What follows belongs to an exercise in optimizing a design on an open flow for small area, a short achievable clock period and few clock cycles per item; a production flow would make more cautious choices.
No functional check of the RTL was part of any run shown here.

==> design/flow/config.mk <==
export PLATFORM = sky130hd
export DESIGN_NAME = multdiv_fast
export DESIGN_NICKNAME = multdiv_fast
export VERILOG_FILES = /design/flow/design.v
export SDC_FILE = /design/flow/constraint.sdc
export NUM_CORES = 4
export LEC_CHECK = 0
export CAP_MARGIN = 20
export CORE_MARGIN = 5
export CORE_UTILIZATION = 35
export PLACE_DENSITY = 0.55
export SLEW_MARGIN = 20
==> design/flow/constraint.sdc <==
create_clock -name core_clock -period 12.0 [get_ports {clk_i}]
set_input_delay 2.4000 -clock core_clock [delete_from_list [all_inputs] [get_ports {clk_i}]]
set_output_delay 2.4000 -clock core_clock [all_outputs]
set_load 0.01 [all_outputs]
==> design/flow/design.v <==
package multdiv_pkg;
	typedef enum logic [1:0] {
		MD_OP_MULL = 2'd0,
		MD_OP_MULH = 2'd1,
		MD_OP_DIV  = 2'd2,
		MD_OP_REM  = 2'd3
	} md_op_e;
	typedef struct packed {
		md_op_e               op;
		logic [1:0]           signed_mode;  
		logic [32-1:0]  op_a;
		logic [32-1:0]  op_b;
	} md_req_t;
endpackage
`timescale 1ns/1ps
module mult_mac16 (
	input  logic                  clk_i,
	input  logic                  rst_ni,
	input  logic                  en_i,
	input  multdiv_pkg::md_req_t  req_i,
	output logic [32-1:0]   result_o,
	output logic                  valid_o
);
	logic        pass_q;
	logic [49:0] acc_q;
	logic [32:0] ext_a;
	logic [32:0] ext_b;
	logic        fits_a;
	logic        fits_b;
	logic        one_pass;
	logic        swap;
	logic [32:0] mul_x;
	logic [32:0] mul_y;
	logic [16:0] mul_y_part;
	logic [33:0] addend;
	logic signed [49:0] mac_res;
	logic        is_mull;
	assign is_mull = (req_i.op == multdiv_pkg::MD_OP_MULL);
	assign ext_a   = {req_i.signed_mode[0] & req_i.op_a[31], req_i.op_a};
	assign ext_b   = {req_i.signed_mode[1] & req_i.op_b[31], req_i.op_b};
	assign fits_a   = (ext_a[32:16] == '0) | (ext_a[32:16] == '1);
	assign fits_b   = (ext_b[32:16] == '0) | (ext_b[32:16] == '1);
	assign one_pass = fits_a | fits_b;
	assign swap     = ~fits_b & fits_a;
	assign mul_x = swap ? ext_b : ext_a;
	assign mul_y = swap ? ext_a : ext_b;
	assign mul_y_part = pass_q ? mul_y[32:16] : {one_pass & mul_y[16], mul_y[15:0]};
	assign addend     = pass_q ? acc_q[49:16] : '0;
	assign mac_res = $signed(mul_x) * $signed(mul_y_part) + $signed(addend);
	always_comb begin
		if (pass_q) begin
			result_o = is_mull ? {mac_res[15:0], acc_q[15:0]} : mac_res[47:16];
		end else begin
			result_o = is_mull ? mac_res[31:0] : {{14{mac_res[49]}}, mac_res[49:32]};
		end
	end
	assign valid_o = en_i & (one_pass | pass_q);
	always_ff @(posedge clk_i or negedge rst_ni) begin
		if (!rst_ni) begin
			pass_q <= 1'b0;
		end else if (en_i) begin
			pass_q <= ~(one_pass | pass_q);
		end
	end
	always_ff @(posedge clk_i) begin
		if (en_i & ~pass_q) begin
			acc_q <= mac_res;
		end
	end
endmodule
`timescale 1ns/1ps
module div_serial (
	input  logic                  clk_i,
	input  logic                  rst_ni,
	input  logic                  en_i,
	input  multdiv_pkg::md_req_t  req_i,
	output logic [32-1:0]   result_o,
	output logic                  valid_o
);
	localparam int STEPS = 4;
	localparam int DW    = 32 + STEPS - 1;
	logic                busy_q;
	logic [2:0]          cnt_q;
	logic [31:0]         rem_q;
	logic [DW-1:0]       den_q;
	logic [31:0]         quo_q;
	logic                sign_a;
	logic                sign_b;
	logic                is_div;
	logic [31:0]         abs_a;
	logic [31:0]         abs_b;
	logic [5:0]          len_a;
	logic [5:0]          len_b;
	logic [4:0]          diff;
	logic [4:0]          shamt;
	logic                div_by_zero;
	logic                a_shorter;
	logic [31:0]         rem_n;
	logic [31:0]         quo_n;
	logic [DW-1:0]       den_j;
	logic                ge;
	logic [31:0]         res_mag;
	logic                res_neg;
	assign is_div      = (req_i.op == multdiv_pkg::MD_OP_DIV);
	assign sign_a      = req_i.signed_mode[0] & req_i.op_a[31];
	assign sign_b      = req_i.signed_mode[1] & req_i.op_b[31];
	assign abs_a       = sign_a ? -req_i.op_a : req_i.op_a;
	assign abs_b       = sign_b ? -req_i.op_b : req_i.op_b;
	assign div_by_zero = (req_i.op_b == '0);
	always_comb begin
		len_a = '0;
		len_b = '0;
		for (int i = 0; i < 32; i++) begin
			if (abs_a[i]) len_a = 6'(i + 1);
			if (abs_b[i]) len_b = 6'(i + 1);
		end
	end
	assign a_shorter = (len_a < len_b);
	assign diff      = 5'(len_a - len_b);
	assign shamt     = diff | 5'(STEPS - 1);
	always_comb begin
		rem_n = rem_q;
		quo_n = quo_q;
		for (int j = 0; j < STEPS; j++) begin
			den_j = den_q >> j;
			ge    = (den_j[DW-1:32] == '0) && (rem_n >= den_j[31:0]);
			if (ge) rem_n = rem_n - den_j[31:0];
			quo_n = {quo_n[30:0], ge};
		end
	end
	assign res_neg = is_div ? (sign_a ^ sign_b) : sign_a;
	assign res_mag = is_div ? quo_n : rem_n;
	always_comb begin
		if (busy_q) begin
			result_o = res_neg ? -res_mag : res_mag;
		end else if (div_by_zero) begin
			result_o = is_div ? '1 : req_i.op_a;
		end else begin
			result_o = is_div ? '0 : req_i.op_a;
		end
	end
	assign valid_o = en_i & (busy_q ? (cnt_q == '0) : (div_by_zero | a_shorter));
	always_ff @(posedge clk_i or negedge rst_ni) begin
		if (!rst_ni) begin
			busy_q <= 1'b0;
		end else if (en_i) begin
			if (busy_q) begin
				busy_q <= (cnt_q != '0);
			end else begin
				busy_q <= ~(div_by_zero | a_shorter);
			end
		end
	end
	always_ff @(posedge clk_i) begin
		if (en_i) begin
			if (busy_q) begin
				cnt_q <= cnt_q - 3'd1;
				rem_q <= rem_n;
				quo_q <= quo_n;
				den_q <= den_q >> STEPS;
			end else begin
				cnt_q <= diff[4:2];
				rem_q <= abs_a;
				quo_q <= '0;
				den_q <= DW'(abs_b) << shamt;
			end
		end
	end
endmodule
`timescale 1ns/1ps
module multdiv_fast (
	input  logic                  clk_i,
	input  logic                  rst_ni,
	input  logic                  mult_en_i,
	input  logic                  div_en_i,
	input  logic [1:0]            op_i,
	input  logic [1:0]            signed_mode_i,
	input  logic [32-1:0]   op_a_i,
	input  logic [32-1:0]   op_b_i,
	output logic [32-1:0]   result_o,
	output logic                  valid_o
);
	multdiv_pkg::md_req_t req_i;
	assign req_i.op          = multdiv_pkg::md_op_e'(op_i);
	assign req_i.signed_mode = signed_mode_i;
	assign req_i.op_a        = op_a_i;
	assign req_i.op_b        = op_b_i;
	logic [32-1:0] mult_result;
	logic [32-1:0] div_result;
	logic                mult_valid;
	logic                div_valid;
	mult_mac16 u_mult (
		.clk_i    (clk_i),
		.rst_ni   (rst_ni),
		.en_i     (mult_en_i),
		.req_i    (req_i),
		.result_o (mult_result),
		.valid_o  (mult_valid)
	);
	div_serial u_div (
		.clk_i    (clk_i),
		.rst_ni   (rst_ni),
		.en_i     (div_en_i),
		.req_i    (req_i),
		.result_o (div_result),
		.valid_o  (div_valid)
	);
	assign result_o = div_en_i ? div_result : mult_result;
	assign valid_o  = mult_valid | div_valid;
endmodule
==> design/flow/run.sh <==
#!/bin/bash
# synth_recipe.tcl (not shown) runs the flow's synth.tcl, then flattens the netlist and writes it again
# the make line also repeats each setting of config.mk as NAME=value (left out here)
make -C /OpenROAD-flow-scripts/flow DESIGN_CONFIG=/design/flow/config.mk WORK_HOME=/design/flow/orfs CLKGATE_MAP_FILE= SYNTH_SCRIPT=/design/flow/synth_recipe.tcl finish
==> flow_summary.json, run 1 <==
{
  "syn-mean-instance-area_sq_um": 8.05,
  "grt_antenna_before_repair": 4,
  "drt_drc_violations_left": 0,
  "final.setup_skew_ps": 14.7,
  "timing.critical_path.to_type": "output pin",
  "number_of_cells_traversed_by_the_worst_hold_path": 1,
  "report.final.hold_viol_count": 0,
  "final_antenna_net_count": 0,
  "fp.dieArea_sq_um": 130000,
  "reg2reg_from": "u_div.rem_q[24]",
  "r2r_path_end": "u_div.rem_q[31]",
  "number_of_global_route_vias_before_repair": 47002,
  "pin_count": 105,
  "drt-total-wl_mm": 204,
  "grt_first_pass_wirelength_mm": 298,
  "check.faults": "negative setup slack",
  "max-cap-violations": 0,
  "startpoint_type": "input port",
  "clock.fmax_mhz": 70.0,
  "slew-limit-headroom_pct": 31.1,
  "globalRoute.totalOverflow": 0,
  "synth_cells": 5334,
  "synthAdderAreaFrac_pct": 34.3,
  "crit_path_top_delay_cell": "sky130_fd_sc_hd__mux4_2",
  "mappedNetlistArea_sq_um": 42900,
  "routabilityCongestion": 1.00,
  "ys_ff_latch": 150,
  "syn_to_final_growth_pct": 49.0,
  "fin_nets": 7761,
  "design.core.area_sq_um": 122000,
  "fraction_of_the_mapped_netlist_area_in_compound_gates_pct": 18.7,
  "final_max_slew_viol_count": 0,
  "min_to": "u_div.quo_q[9]",
  "drive_above_1_share_pct": 36.7,
  "root_driver": "sky130_fd_sc_hd__clkbuf_16",
  "place_inst": 8225,
  "reg2reg_slack_ps": 1900,
  "holdBufCountCts": 0,
  "ctsHtreeMaxLevel": 4,
  "yosysWarningCount": 2,
  "timing.final.setup_violations": 32,
  "hold_path.startpoint": "u_div.quo_q[5]",
  "yosys.area_share.xor_xnor_pct": 4.45,
  "worst-endpoint-required_ps": 9600,
  "detailedRoute.firstPassIterationCount": 6,
  "placement.setup.worst_slack_ps": -3420,
  "dieWidth_microns": 360,
  "crit_type": "in -> out",
  "finish.cell_count_without_fillers": 8495,
  "synth.net_count": 6240,
  "fp-row-count": 128,
  "cpMostUsedCell": "sky130_fd_sc_hd__fa_2",
  "grt_setup_unrepaired": "true",
  "clkLatencyLatePin_ps": 510,
  "io_buffer_count": 104,
  "post_drt_via_cell_ratio": 5.45,
  "worst_hold_path_type": "reg -> reg",
  "dr_total_vias": 46302,
  "synth_async_sr_flop_share_pct": 1.33,
  "grt_start_max_net_pins": 87,
  "crit_path_max_fanout": 7,
  "ctsLongestPathBuffers": 2,
  "finalWorstSetupSlack_ps": -2290,
  "avgRoutedWirePerCell_microns": 24.0,
  "dominant_combinational_cell_family_by_area_after_synthesis": "adder cells",
  "drt-initial-drc-count": 3696,
  "grtUsageTotal_pct": 30.5,
  "post_synth_and_or_nand_nor_area_fraction_pct": 19.8,
  "clkSinkCount": 150,
  "tritoncts": "built",
  "outcome": "complete, but fails checks",
  "ys.flop_type": "sky130_fd_sc_hd__edfxtp_1",
  "reg2reg_depth": 49,
  "synth_mux_area_share_pct": 3.64,
  "tightest_slew_ps": 1030,
  "clock_period_minus_worst_slack_ps": 14290,
  "tcrit_tclk_final_pct": 119,
  "seq_area_frac_synth_pct": 10.5,
  "worst-endpoint-arrival_ps": 11890,
  "cts_buf_count": 17,
  "synth-edff-count": 148,
  "n_fill_cell": 11445,
  "die_h_microns": 360,
  "max_stage_delay_ps": 650,
  "hpwl_mm": 171,
  "floorplan.initialDensity_pct": 35.2,
  "yosys.cell_types.count": 117,
  "cts.reportedPaths.clkPinSlew_ps": 60
}
==> layout make-up <==
class / count / area [sq um] / area share (%)
inverters: 671 / 2520 / 3.94
diodes: 2 / 5.00 / 0.00783
flip-flops and latches: 150 / 4500 / 7.04
multi-input cells: 4215 / 39100 / 61.1
repair buffers: 1800 / 15200 / 23.8
clock buffers: 17 / 425 / 0.665
well taps: 1625 / 2030 / 3.18
clock inverters: 15 / 169 / 0.264
==> worst max-delay path by stage <==
| stage | end | startpoint |
|---|---|---|
| 2_1_floorplan | result_o[25] | op_a_i[24] |
| 3_3_place_gp | result_o[19] | op_a_i[19] |
| 3_5_place_dp | result_o[19] | op_a_i[19] |
| 4_1_cts | result_o[25] | op_a_i[26] |
| 5_1_grt | result_o[25] | op_a_i[21] |
| 6_report | result_o[25] | op_b_i[27] |
==> metrics by stage <==
| stage | instance area (sq um) | hold slack (ps) | setup TNS, ps | util (%) |
|---|---|---|---|---|
| after floorplan | 44600 | 517 | -28030 | - |
| after global placement | 57700 | 540 | -99280 | 47.3 |
| after detailed placement | 57700 | 548 | -100880 | 47.3 |
| after CTS | 61500 | 567 | -68110 | 50.4 |
| after global routing | 63900 | 590 | -73020 | 52.4 |
| final | 63900 | 563 | -64840 | 52.5 |
==> sequential cells by signal, indices dropped and copies added, names as in the netlist <==
register	cells
u_mult.acc_q	50
u_div.den_q	35
u_div.rem_q	32
u_div.quo_q	28
u_div.cnt_q	3
u_div.busy_q	1
u_mult.pass_q	1
==> layout by cell type (no fill, tap or decap), types with 23 or more instances in the layout <==
| master | instances |
|---|---|
| sky130_fd_sc_hd__buf_4 | 1515 |
| sky130_fd_sc_hd__nand2_1 | 803 |
| sky130_fd_sc_hd__inv_1 | 632 |
| sky130_fd_sc_hd__fa_1 | 534 |
| sky130_fd_sc_hd__nor2_1 | 389 |
| sky130_fd_sc_hd__a21oi_1 | 206 |
| sky130_fd_sc_hd__ha_1 | 181 |
| sky130_fd_sc_hd__edfxtp_1 | 148 |
| sky130_fd_sc_hd__o21ai_0 | 142 |
| sky130_fd_sc_hd__xnor2_1 | 123 |
| sky130_fd_sc_hd__buf_6 | 104 |
| sky130_fd_sc_hd__and2_1 | 88 |
| sky130_fd_sc_hd__mux2i_1 | 81 |
| sky130_fd_sc_hd__a21o_1 | 80 |
| sky130_fd_sc_hd__buf_12 | 79 |
| sky130_fd_sc_hd__nor3_1 | 78 |
| sky130_fd_sc_hd__xor2_1 | 72 |
| sky130_fd_sc_hd__ha_4 | 72 |
| sky130_fd_sc_hd__nand3_1 | 65 |
| sky130_fd_sc_hd__clkdlybuf4s50_1 | 61 |
| sky130_fd_sc_hd__nand4_1 | 47 |
| sky130_fd_sc_hd__o211ai_1 | 46 |
| sky130_fd_sc_hd__a21oi_2 | 45 |
| sky130_fd_sc_hd__a31oi_1 | 45 |
| sky130_fd_sc_hd__o21a_1 | 44 |
| sky130_fd_sc_hd__o21ai_1 | 43 |
| sky130_fd_sc_hd__fa_2 | 39 |
| sky130_fd_sc_hd__inv_2 | 38 |
| sky130_fd_sc_hd__or3_1 | 31 |
| sky130_fd_sc_hd__nand2b_1 | 31 |
| sky130_fd_sc_hd__a211oi_1 | 30 |
| sky130_fd_sc_hd__nand2_2 | 29 |
| sky130_fd_sc_hd__nor2b_1 | 29 |
| sky130_fd_sc_hd__o31ai_1 | 28 |
| sky130_fd_sc_hd__o21ai_2 | 25 |
| sky130_fd_sc_hd__a211oi_2 | 23 |
==> per-layer routing <==
metal	wire length, microns	up-vias	track usage (%)
met2	92800	1868	49.5
met1	80300	22767	38.0
met4	15600	0	17.3
met5	0	-	0
met3	15200	491	5.82
li1	-	21176	-
==> synth_stat cells, drive strengths merged, types with 50 or more instances <==
| master | number | area [sq um] |
|---|---|---|
| o31ai | 50 | 404 |
| ha | 261 | 3270 |
| a211oi | 64 | 490 |
| nor3 | 99 | 527 |
| a21oi | 266 | 1330 |
| xor2 | 76 | 692 |
| clkbuf | 245 | 920 |
| fa | 573 | 11500 |
| inv | 670 | 2510 |
| a21o | 84 | 632 |
| buf | 53 | 272 |
| and2 | 104 | 651 |
| nand2 | 847 | 3180 |
| nand3 | 77 | 390 |
| o21ai | 222 | 1110 |
| nor2 | 421 | 1590 |
| a31oi | 62 | 388 |
| edfxtp | 148 | 4440 |
| xnor2 | 138 | 1220 |
| mux2i | 104 | 1040 |
==> what timing repair did <==
item / CTS / global route
resized for setup: 585 / 388
buffers inserted: 145 / 98
endpoints found under the setup margin: 32 / 32
gates cloned: 5 / 4
pin swaps: 194 / 235
==> logic make-up after synthesis <==
| family | count (synthesis) |
|---|---|
| AO/OA/AOI/OAI | 1167 |
| XOR/XNOR | 214 |
| adder cells (fa/ha/maj) | 834 |
| buffers and inverters | 969 |
| flip-flops | 150 |
| multiplexers | 138 |
| AND/OR/NAND/NOR | 1862 |
==> critical path: cells and delay by family <==
kind | cells | cell delay (ps)
compound gates | 10 | 1960
fa+ha+maj | 7 | 3260
buf+inv | 9 | 1550
mux | 1 | 650
simple gates | 6 | 2040
==> inputs of run 2 (changes only) <==
--- a/design/flow/design.v
+++ b/design/flow/design.v
@@ -22,43 +22,56 @@
 	output logic                  valid_o
 );
-	logic        pass_q;
-	logic [49:0] acc_q;
-	logic [32:0] ext_a;
-	logic [32:0] ext_b;
-	logic        fits_a;
-	logic        fits_b;
-	logic        one_pass;
-	logic        swap;
-	logic [32:0] mul_x;
-	logic [32:0] mul_y;
-	logic [16:0] mul_y_part;
-	logic [33:0] addend;
-	logic signed [49:0] mac_res;
-	logic        is_mull;
+	localparam int ROWS = 9;
+	localparam int W    = 51;
+	logic          pass_q;
+	logic [W-1:0]  acc_q;
+	logic [32:0]   ext_a;
+	logic [32:0]   ext_b;
+	logic          fits_b;
+	logic [18:0]   win;      
+	logic [W-1:0]  rows [ROWS];
+	logic [W-1:0]  negs;
+	logic [W-1:0]  addend;
+	logic [W-1:0]  mac_res;
+	logic          is_mull;
+	localparam logic [W-1:0] SIGN_CONST = W'(0) - (W'(87381) << 33) - (W'(1) << 32);
 	assign is_mull = (req_i.op == multdiv_pkg::MD_OP_MULL);
 	assign ext_a   = {req_i.signed_mode[0] & req_i.op_a[31], req_i.op_a};
 	assign ext_b   = {req_i.signed_mode[1] & req_i.op_b[31], req_i.op_b};
-	assign fits_a   = (ext_a[32:16] == '0) | (ext_a[32:16] == '1);
-	assign fits_b   = (ext_b[32:16] == '0) | (ext_b[32:16] == '1);
-	assign one_pass = fits_a | fits_b;
-	assign swap     = ~fits_b & fits_a;
-	assign mul_x = swap ? ext_b : ext_a;
-	assign mul_y = swap ? ext_a : ext_b;
-	assign mul_y_part = pass_q ? mul_y[32:16] : {one_pass & mul_y[16], mul_y[15:0]};
-	assign addend     = pass_q ? acc_q[49:16] : '0;
-	assign mac_res = $signed(mul_x) * $signed(mul_y_part) + $signed(addend);
+	assign fits_b = (ext_b[32:17] == '0) | (ext_b[32:17] == '1);
+	assign win = pass_q ? {{3{ext_b[32]}}, ext_b[32:17]} : {ext_b[17:0], 1'b0};
+	always_comb begin
+		negs = '0;
+		for (int j = 0; j < ROWS; j++) begin
+			logic one, two, neg;
+			logic [33:0] mag;
+			logic [33:0] pp;
+			one = win[2*j+1] ^ win[2*j];
+			two = (win[2*j+2] & ~win[2*j+1] & ~win[2*j]) | (~win[2*j+2] & win[2*j+1] & win[2*j]);
+			neg = win[2*j+2];
+			mag = ({34{one}} & {ext_a[32], ext_a}) | ({34{two}} & {ext_a, 1'b0});
+			pp  = mag ^ {34{neg}};
+			rows[j] = W'({~pp[33], pp[32:0]}) << (2 * j);
+			negs[2*j] = neg;
+		end
+	end
+	assign addend = pass_q ? W'({~acc_q[W-1], acc_q[W-2:18]}) : (W'(1) << 32);
+	always_comb begin
+		mac_res = SIGN_CONST + negs + addend;
+		for (int j = 0; j < ROWS; j++) mac_res = mac_res + rows[j];
+	end
 	always_comb begin
 		if (pass_q) begin
-			result_o = is_mull ? {mac_res[15:0], acc_q[15:0]} : mac_res[47:16];
+			result_o = is_mull ? {mac_res[13:0], acc_q[17:0]} : mac_res[45:14];
 		end else begin
-			result_o = is_mull ? mac_res[31:0] : {{14{mac_res[49]}}, mac_res[49:32]};
-		end
-	end
-	assign valid_o = en_i & (one_pass | pass_q);
+			result_o = is_mull ? mac_res[31:0] : {{13{mac_res[W-1]}}, mac_res[W-1:32]};
+		end
+	end
+	assign valid_o = en_i & (fits_b | pass_q);
 	always_ff @(posedge clk_i or negedge rst_ni) begin
 		if (!rst_ni) begin
 			pass_q <= 1'b0;
 		end else if (en_i) begin
-			pass_q <= ~(one_pass | pass_q);
+			pass_q <= ~(fits_b | pass_q);
 		end
 	end
@@ -81,5 +94,5 @@
 	localparam int DW    = 32 + STEPS - 1;
 	logic                busy_q;
-	logic [2:0]          cnt_q;
+	logic [3:0]          cnt_q;
 	logic [31:0]         rem_q;
 	logic [DW-1:0]       den_q;
@@ -93,11 +106,15 @@
 	logic [5:0]          len_b;
 	logic [4:0]          diff;
-	logic [4:0]          shamt;
+	logic [5:0]          shamt;
+	logic [3:0]          cnt_init;
 	logic                div_by_zero;
 	logic                a_shorter;
 	logic [31:0]         rem_n;
 	logic [31:0]         quo_n;
+	logic [31:0]         rem_l;
+	logic [31:0]         quo_l;
 	logic [DW-1:0]       den_j;
 	logic                ge;
+	logic [32:0]         sub;
 	logic [31:0]         res_mag;
 	logic                res_neg;
@@ -118,5 +135,6 @@
 	assign a_shorter = (len_a < len_b);
 	assign diff      = 5'(len_a - len_b);
-	assign shamt     = diff | 5'(STEPS - 1);
+	assign cnt_init  = 4'((6'(diff) + 6'd1) >> 2);
+	assign shamt     = {cnt_init, 2'b10};
 	always_comb begin
 		rem_n = rem_q;
@@ -124,11 +142,16 @@
 		for (int j = 0; j < STEPS; j++) begin
 			den_j = den_q >> j;
-			ge    = (den_j[DW-1:32] == '0) && (rem_n >= den_j[31:0]);
-			if (ge) rem_n = rem_n - den_j[31:0];
+			sub   = {1'b0, rem_n} - {1'b0, den_j[31:0]};
+			ge    = (den_j[DW-1:32] == '0) && !sub[32];
+			if (ge) rem_n = sub[31:0];
 			quo_n = {quo_n[30:0], ge};
+			if (j == STEPS - 2) begin
+				rem_l = rem_n;
+				quo_l = quo_n;
+			end
 		end
 	end
 	assign res_neg = is_div ? (sign_a ^ sign_b) : sign_a;
-	assign res_mag = is_div ? quo_n : rem_n;
+	assign res_mag = is_div ? quo_l : rem_l;
 	always_comb begin
 		if (busy_q) begin
@@ -155,10 +178,10 @@
 		if (en_i) begin
 			if (busy_q) begin
-				cnt_q <= cnt_q - 3'd1;
+				cnt_q <= cnt_q - 4'd1;
 				rem_q <= rem_n;
 				quo_q <= quo_n;
 				den_q <= den_q >> STEPS;
 			end else begin
-				cnt_q <= diff[4:2];
+				cnt_q <= cnt_init;
 				rem_q <= abs_a;
 				quo_q <= '0;
==> flow_summary.json, run 2 <==
{
  "crit_type": "in -> out",
  "reg2reg_from": "u_div.rem_q[0]",
  "number_of_global_route_vias_before_repair": 45121,
  "timing.critical_path.to_type": "output pin",
  "ys_top_cells_by_area": "sky130_fd_sc_hd__fa_1, sky130_fd_sc_hd__edfxtp_1, sky130_fd_sc_hd__ha_1",
  "worst-endpoint-arrival_ps": 9680,
  "grt_start_max_net_pins": 62,
  "synth-edff-count": 151,
  "reg2reg_depth": 50,
  "final.setup_skew_ps": 16.7,
  "clock_period_minus_worst_slack_ps": 12080,
  "fp-row-count": 122,
  "synth.net_count": 5786,
  "n_fill_cell": 10503,
  "dr_total_vias": 46528,
  "min_to": "u_div.quo_q[15]",
  "worst-endpoint-required_ps": 9600,
  "globalRoute.totalOverflow": 0,
  "check.faults": "negative setup slack",
  "synth_most_common_cell": "sky130_fd_sc_hd__nor2_1",
  "critical_path.n_buffers_inverters": 10,
  "grt_antenna_before_repair": 9,
  "routabilityCongestion": 1.04,
  "fin_nets": 7045,
  "tritoncts": "built",
  "seq_area_frac_synth_pct": 11.8,
  "slew-limit-headroom_pct": 33.0,
  "path_delay_family": "adder cells",
  "largest_registers": "u_mult.acc_q x51, u_div.den_q x35, u_div.rem_q x32",
  "synth_cells": 5176,
  "avgRoutedWirePerCell_microns": 25.4,
  "drive_above_1_share_pct": 36.5,
  "multi_input_area_sq_um": 35100,
  "max-cap-violations": 0,
  "syn_to_final_growth_pct": 49.7,
  "timing.final.setup_violations": 3,
  "floorplan.initialDensity_pct": 35.1,
  "drt-total-wl_mm": 202,
  "crit_path_start": "op_b_i[0]",
  "drt-initial-drc-count": 4117,
  "register_area_sq_um": 4590,
  "grtUsageTotal_pct": 32.7,
  "yosysWarningCount": 3,
  "grt_first_pass_wirelength_mm": 288,
  "pin_count": 105,
  "drt_drc_violations_left": 0,
  "netlist_top_cells_count": "sky130_fd_sc_hd__nor2_1, sky130_fd_sc_hd__clkbuf_1, sky130_fd_sc_hd__a21oi_1, sky130_fd_sc_hd__o21ai_0, sky130_fd_sc_hd__nand2_1",
  "final_antenna_net_count": 0,
  "die_h_microns": 343,
  "root_driver": "sky130_fd_sc_hd__clkbuf_16",
  "mostFrequentLayoutCell": "sky130_fd_sc_hd__buf_4",
  "placement.setup.worst_slack_ps": -1440,
  "grt_setup_unrepaired": "true",
  "clkLatencyLatePin_ps": 470,
  "crit_path_top_delay_cell": "sky130_fd_sc_hd__fa_1",
  "hpwl_mm": 161,
  "r2r_path_end": "u_div.rem_q[11]",
  "reg2reg_slack_ps": 490,
  "detailedRoute.firstPassIterationCount": 7,
  "worst_hold_path_type": "reg -> reg",
  "post_drt_via_cell_ratio": 5.86,
  "syn-mean-instance-area_sq_um": 7.49,
  "number_of_cells_traversed_by_the_worst_hold_path": 1,
  "tightest_slew_ps": 995,
  "yosys.cell_types.count": 108,
  "cts.reportedPaths.clkPinSlew_ps": 70,
  "report.final.hold_viol_count": 0,
  "finalWorstSetupSlack_ps": -78.3,
  "ys_ff_latch": 153,
  "max_stage_delay_ps": 570,
  "ys.flop_type": "sky130_fd_sc_hd__edfxtp_1",
  "design.core.area_sq_um": 110000,
  "final_max_slew_viol_count": 0,
  "clock.fmax_mhz": 82.8,
  "startpoint_type": "input port",
  "ctsHtreeMaxLevel": 4,
  "synth_async_sr_flop_share_pct": 1.31,
  "netlist.area_leader.share_pct": 13.2,
  "clkSinkCount": 153,
  "outcome": "complete, but fails checks",
  "tcrit_tclk_final_pct": 101,
  "hold_path.startpoint": "u_div.quo_q[11]",
  "io_buffer_count": 104,
  "max_ffs_per_register": 51,
  "layout_common_cells": "sky130_fd_sc_hd__buf_4, sky130_fd_sc_hd__nor2_1, sky130_fd_sc_hd__nand2_1",
  "most_flop_heavy_register": "u_mult.acc_q",
  "fp.dieArea_sq_um": 117000,
  "synthDominantAreaCellType": "sky130_fd_sc_hd__fa_1",
  "mappedNetlistArea_sq_um": 38700,
  "cts_buf_count": 17,
  "fin_util_pct": 52.6,
  "crit_path_max_fanout": 7,
  "cpMostUsedCell": "sky130_fd_sc_hd__fa_1",
  "ctsLongestPathBuffers": 2,
  "holdBufCountCts": 0,
  "dieWidth_microns": 343
}
## run 2: cell count changes after synthesis, moves of 26 or more
cell	previous run	this run
sky130_fd_sc_hd__a22oi_1	5	145
sky130_fd_sc_hd__xor2_1	74	100
sky130_fd_sc_hd__a21oi_1	266	368
sky130_fd_sc_hd__xnor2_1	137	174
sky130_fd_sc_hd__fa_1	573	256
sky130_fd_sc_hd__inv_1	670	320
sky130_fd_sc_hd__nand2_1	847	358
sky130_fd_sc_hd__a221oi_1	14	148
sky130_fd_sc_hd__a211oi_1	62	114
sky130_fd_sc_hd__o21ai_0	208	364
sky130_fd_sc_hd__clkbuf_1	245	387
sky130_fd_sc_hd__nor3_1	94	157
sky130_fd_sc_hd__o21a_1	47	92
sky130_fd_sc_hd__nor2_1	420	670
## run 2: cell type report
type	instances	area share (%)
multi-input cells	4248	60.4
clock inverters	15	0.198
clock buffers	17	0.733
repair buffers	1684	25.3
inverters	331	2.17
diodes	4	0.0173
flip-flops and latches	153	7.91
well taps	1488	3.21
## run 2: repair_timing
| item | 4_1_cts | 5_1_grt |
|---|---|---|
| gates cloned | 11 | 4 |
| endpoints found under the hold margin | 0 | 0 |
| gates resized for setup | 779 | 404 |
| pin swaps | 297 | 216 |
| setup buffers | 127 | 75 |
| endpoints found under the setup margin | 65 | 55 |
## run 2: kinds of logic after synthesis
| logic type | after synthesis | synth area share [%] |
|---|---|---|
| flops | 153 | 11.8 |
| compound gates | 1680 | 28.9 |
| simple gates | 1613 | 18.9 |
| xor+xnor | 274 | 6.19 |
| buf+inv | 776 | 7.67 |
| mux | 142 | 4.11 |
| fa+ha+maj | 538 | 22.3 |
## run 2: how the worst max path moves through the flow
| stage | depth (start not counted) | slack [ps] | to |
|---|---|---|---|
| after floorplan | 29 | 10 | result_o[16] |
| after global placement | 36 | -1370 | result_o[19] |
| final | 33 | -80 | result_o[23] |
| after CTS | 47 | -130 | result_o[28] |
| after detailed placement | 32 | -1440 | result_o[28] |
| after global routing | 41 | -280 | result_o[30] |
## run 2: per-layer routing
metal,vias to the layer above,global-route usage (%),wire length (microns),share of wire (%)
li1,21176,-,-,-
met1,22572,39.0,76500,38
met2,2174,54.7,93900,47
met3,606,3.40,12500,6.2
met4,0,24.2,18900,9.4
met5,-,0,0,0
## run 2: metrics by stage
step	TNS, ps	hold WS (ps)	instances	cell area (sq um)
CTS	-398	566	7870	55800
global route	-3580	600	7937	58000
floorplan	0	515	5176	38700
global placement	-39140	554	7715	51400
detailed placement	-42510	548	7715	51400
finish	-169	579	7940	58000
==> inputs of run 3 (changes only) <==
--- a/design/flow/config.mk
+++ b/design/flow/config.mk
@@ -8,5 +8,5 @@
 export CAP_MARGIN = 20
 export CORE_MARGIN = 5
-export CORE_UTILIZATION = 35
-export PLACE_DENSITY = 0.55
+export CORE_UTILIZATION = 55
+export PLACE_DENSITY = 0.7
 export SLEW_MARGIN = 20
==> flow_summary.json, run 3 <==
{
  "drt-initial-drc-count": 7339,
  "tightest_slew_ps": 1180,
  "synthDominantAreaCellType": "sky130_fd_sc_hd__fa_1",
  "final_max_slew_viol_count": 0,
  "drt_drc_violations_left": 0,
  "largest_registers": "u_mult.acc_q x51, u_div.den_q x35, u_div.rem_q x32",
  "synth_most_common_cell": "sky130_fd_sc_hd__nor2_1",
  "worst_hold_path_type": "reg -> reg",
  "detailedRoute.firstPassIterationCount": 7,
  "post_drt_via_cell_ratio": 6.75,
  "clock_period_minus_worst_slack_ps": 12280,
  "ctsLongestPathBuffers": 2,
  "slew-limit-headroom_pct": 20.9,
  "r2r_path_end": "u_div.rem_q[0]",
  "final.setup_skew_ps": 26.3,
  "holdBufCountCts": 0,
  "ys_ff_latch": 153,
  "layout_common_cells": "sky130_fd_sc_hd__buf_4, sky130_fd_sc_hd__nor2_1, sky130_fd_sc_hd__nand2_1",
  "ys_top_cells_by_area": "sky130_fd_sc_hd__fa_1, sky130_fd_sc_hd__edfxtp_1, sky130_fd_sc_hd__ha_1",
  "fin_util_pct": 78.4,
  "routabilityCongestion": 1.12,
  "grt_first_pass_wirelength_mm": 277,
  "mappedNetlistArea_sq_um": 38700,
  "die_h_microns": 275,
  "startpoint_type": "input port",
  "root_driver": "sky130_fd_sc_hd__clkbuf_16",
  "report.final.hold_viol_count": 0,
  "reg2reg_from": "u_div.rem_q[4]",
  "syn-mean-instance-area_sq_um": 7.49,
  "floorplan.initialDensity_pct": 55.4,
  "grt_antenna_before_repair": 12,
  "fin_nets": 6905,
  "worst-endpoint-arrival_ps": 9880,
  "dieWidth_microns": 275,
  "most_flop_heavy_register": "u_mult.acc_q",
  "grt_setup_unrepaired": "true",
  "timing.final.setup_violations": 25,
  "clkLatencyLatePin_ps": 490,
  "crit_type": "in -> out",
  "fp-row-count": 97,
  "drt-total-wl_mm": 196,
  "fp.dieArea_sq_um": 75900,
  "crit_path_top_delay_cell": "sky130_fd_sc_hd__fa_1",
  "n_fill_cell": 4944,
  "ctsHtreeMaxLevel": 4,
  "tritoncts": "built",
  "crit_path_start": "op_b_i[29]",
  "outcome": "complete, but fails checks",
  "check.faults": "negative setup slack",
  "design.core.area_sq_um": 69900,
  "clkSinkCount": 153,
  "grtUsageTotal_pct": 48.0,
  "reg2reg_depth": 47,
  "ys.flop_type": "sky130_fd_sc_hd__edfxtp_1",
  "max-cap-violations": 0,
  "globalRoute.totalOverflow": 0,
  "drive_above_1_share_pct": 33.7,
  "io_buffer_count": 104,
  "clock.fmax_mhz": 81.5,
  "number_of_global_route_vias_before_repair": 45584,
  "met3_use_gr_pct": 13.6,
  "critical_path.endpoint": "result_o[26]",
  "max_stage_delay_ps": 560,
  "seq_area_frac_synth_pct": 11.8,
  "multi_input_area_sq_um": 34500,
  "yosys.cell_types.count": 108,
  "crit_path_max_fanout": 7,
  "pin_count": 105,
  "synth_async_sr_flop_share_pct": 1.31,
  "placement.setup.worst_slack_ps": -1330,
  "max_ffs_per_register": 51,
  "mostFrequentLayoutCell": "sky130_fd_sc_hd__buf_4",
  "synth_cells": 5176,
  "grt_start_max_net_pins": 75,
  "synth.net_count": 5786,
  "gr_layer_usage_met2_pct": 72.8,
  "synth-edff-count": 151,
  "finalWorstSetupSlack_ps": -276,
  "netlist.area_leader.share_pct": 13.2,
  "netlist_top_cells_count": "sky130_fd_sc_hd__nor2_1, sky130_fd_sc_hd__clkbuf_1, sky130_fd_sc_hd__a21oi_1, sky130_fd_sc_hd__o21ai_0, sky130_fd_sc_hd__nand2_1",
  "reg2reg_slack_ps": 890,
  "worst-endpoint-required_ps": 9600,
  "cpMostUsedCell": "sky130_fd_sc_hd__buf_4",
  "avgRoutedWirePerCell_microns": 27.0,
  "timing.critical_path.to_type": "output pin",
  "tcrit_tclk_final_pct": 102,
  "final_antenna_net_count": 0,
  "cts_buf_count": 17,
  "hpwl_mm": 145,
  "global_route.peak_usage_layer": "met2",
  "dr_total_vias": 48938,
  "register_area_sq_um": 4590,
  "cts.reportedPaths.clkPinSlew_ps": 80,
  "grt_util_met1_pct": 54.6,
  "yosysWarningCount": 3,
  "syn_to_final_growth_pct": 41.4
}
[run 3: critical path: cells and delay by family]
kind | cells | cell delay [ps]
compound gates | 12 | 2660
xor+xnor | 1 | 140
fa+ha+maj | 6 | 2560
buf+inv | 9 | 1260
mux | 2 | 270
simple gates | 4 | 570
[run 3: kinds of logic (layout without fill, tap and decap cells)]
logic type | count (synthesis) | count (layout) | share of synthesized area [%]
compound gates | 1680 | 1680 | 28.9
simple gates | 1613 | 1616 | 18.9
buf+inv | 776 | 1905 | 7.67
fa+ha+maj | 538 | 538 | 22.3
xor+xnor | 274 | 274 | 6.19
flops | 153 | 153 | 11.8
mux | 142 | 142 | 4.11
other cells | 0 | 6 | 0
[run 3: how the worst min path moves through the flow]
stage	startpoint	to	slack [ps]	cells after the start
after floorplan	u_div.den_q[12]	u_div.den_q[8]	510	2
after global routing	u_div.quo_q[2]	u_div.quo_q[6]	610	1
final	u_div.quo_q[11]	u_div.quo_q[15]	580	1
after CTS	u_div.quo_q[11]	u_div.quo_q[15]	570	1
after detailed placement	u_div.quo_q[11]	u_div.quo_q[15]	560	1
after global placement	u_div.den_q[12]	u_div.den_q[8]	540	2
[run 3: metal layers]
| layer | wire [microns] | part of all wire [%] |
|---|---|---|
| met5 | 139 | 0.071 |
| met4 | 24400 | 12 |
| met3 | 23900 | 12 |
| met2 | 83100 | 42 |
| met1 | 64600 | 33 |
[run 3: repair_timing]
item | in CTS | in global routing
pin swaps | 172 | 237
buffers inserted | 110 | 79
resized for setup | 505 | 461
cloned | 7 | 1
endpoints found under the setup margin | 32 | 32
endpoints found under the hold margin | 0 | 0
[run 3: area by class of cell]
class,instances,share of cell area (%)
antenna,6,0.0274
clock buffer,17,0.776
clock inverter,15,0.324
inverter,331,2.29
multi-input combinational,4250,63.0
sequential,153,8.38
tap,940,2.15
timing repair buffer,1542,23.1
[run 3: through the flow]
| stage | setup TNS [ps] | hold WS, ps | cell area [sq um] | std cells |
|---|---|---|---|---|
| 3_5_place_dp | -33870 | 557 | 49500 | 7034 |
| 2_1_floorplan | 0 | 515 | 38700 | 5176 |
| 5_1_grt | -6330 | 607 | 54800 | 7249 |
| 4_1_cts | 0 | 572 | 52800 | 7176 |
| 3_3_place_gp | -28460 | 536 | 49500 | 7034 |
| 6_report | -3270 | 575 | 54800 | 7254 |

[static timing again, ports no longer ideal]
In the flow no input, the clock included, has a driving cell. The finished layouts below were timed again as built, in two steps.
Step 1 assumes that a clkbuf_16 drives the clock port and a buf_2 every other input.
Step 2, shift: input delay + t, output delay - t, t = (earliest + latest rising clock arrival at the registers) / 2. This alone moves slack from input paths to output paths.
Slacks: no drivers / after step 1 / after step 2; pairs: no drivers / after step 1.
| run | t (ns) | setup WS [ns] | worst slew at a driven data input, ns | cell pins on the clock port's net |
|---|---|---|---|---|
| run 1 | 0.577 | -2.287 / -2.331 / -2.331 | 0.17 | 1 |
| run 2 | 0.538 | -0.078 / -0.123 / -0.123 | 0.15 | 1 |
| run 3 | 0.547 | -0.276 / -0.305 / -0.305 | 0.06 | 1 |
For run 2, which loses most, drivers alone change the setup slack by -0.045 ns; drivers and shift together by -0.045 ns.
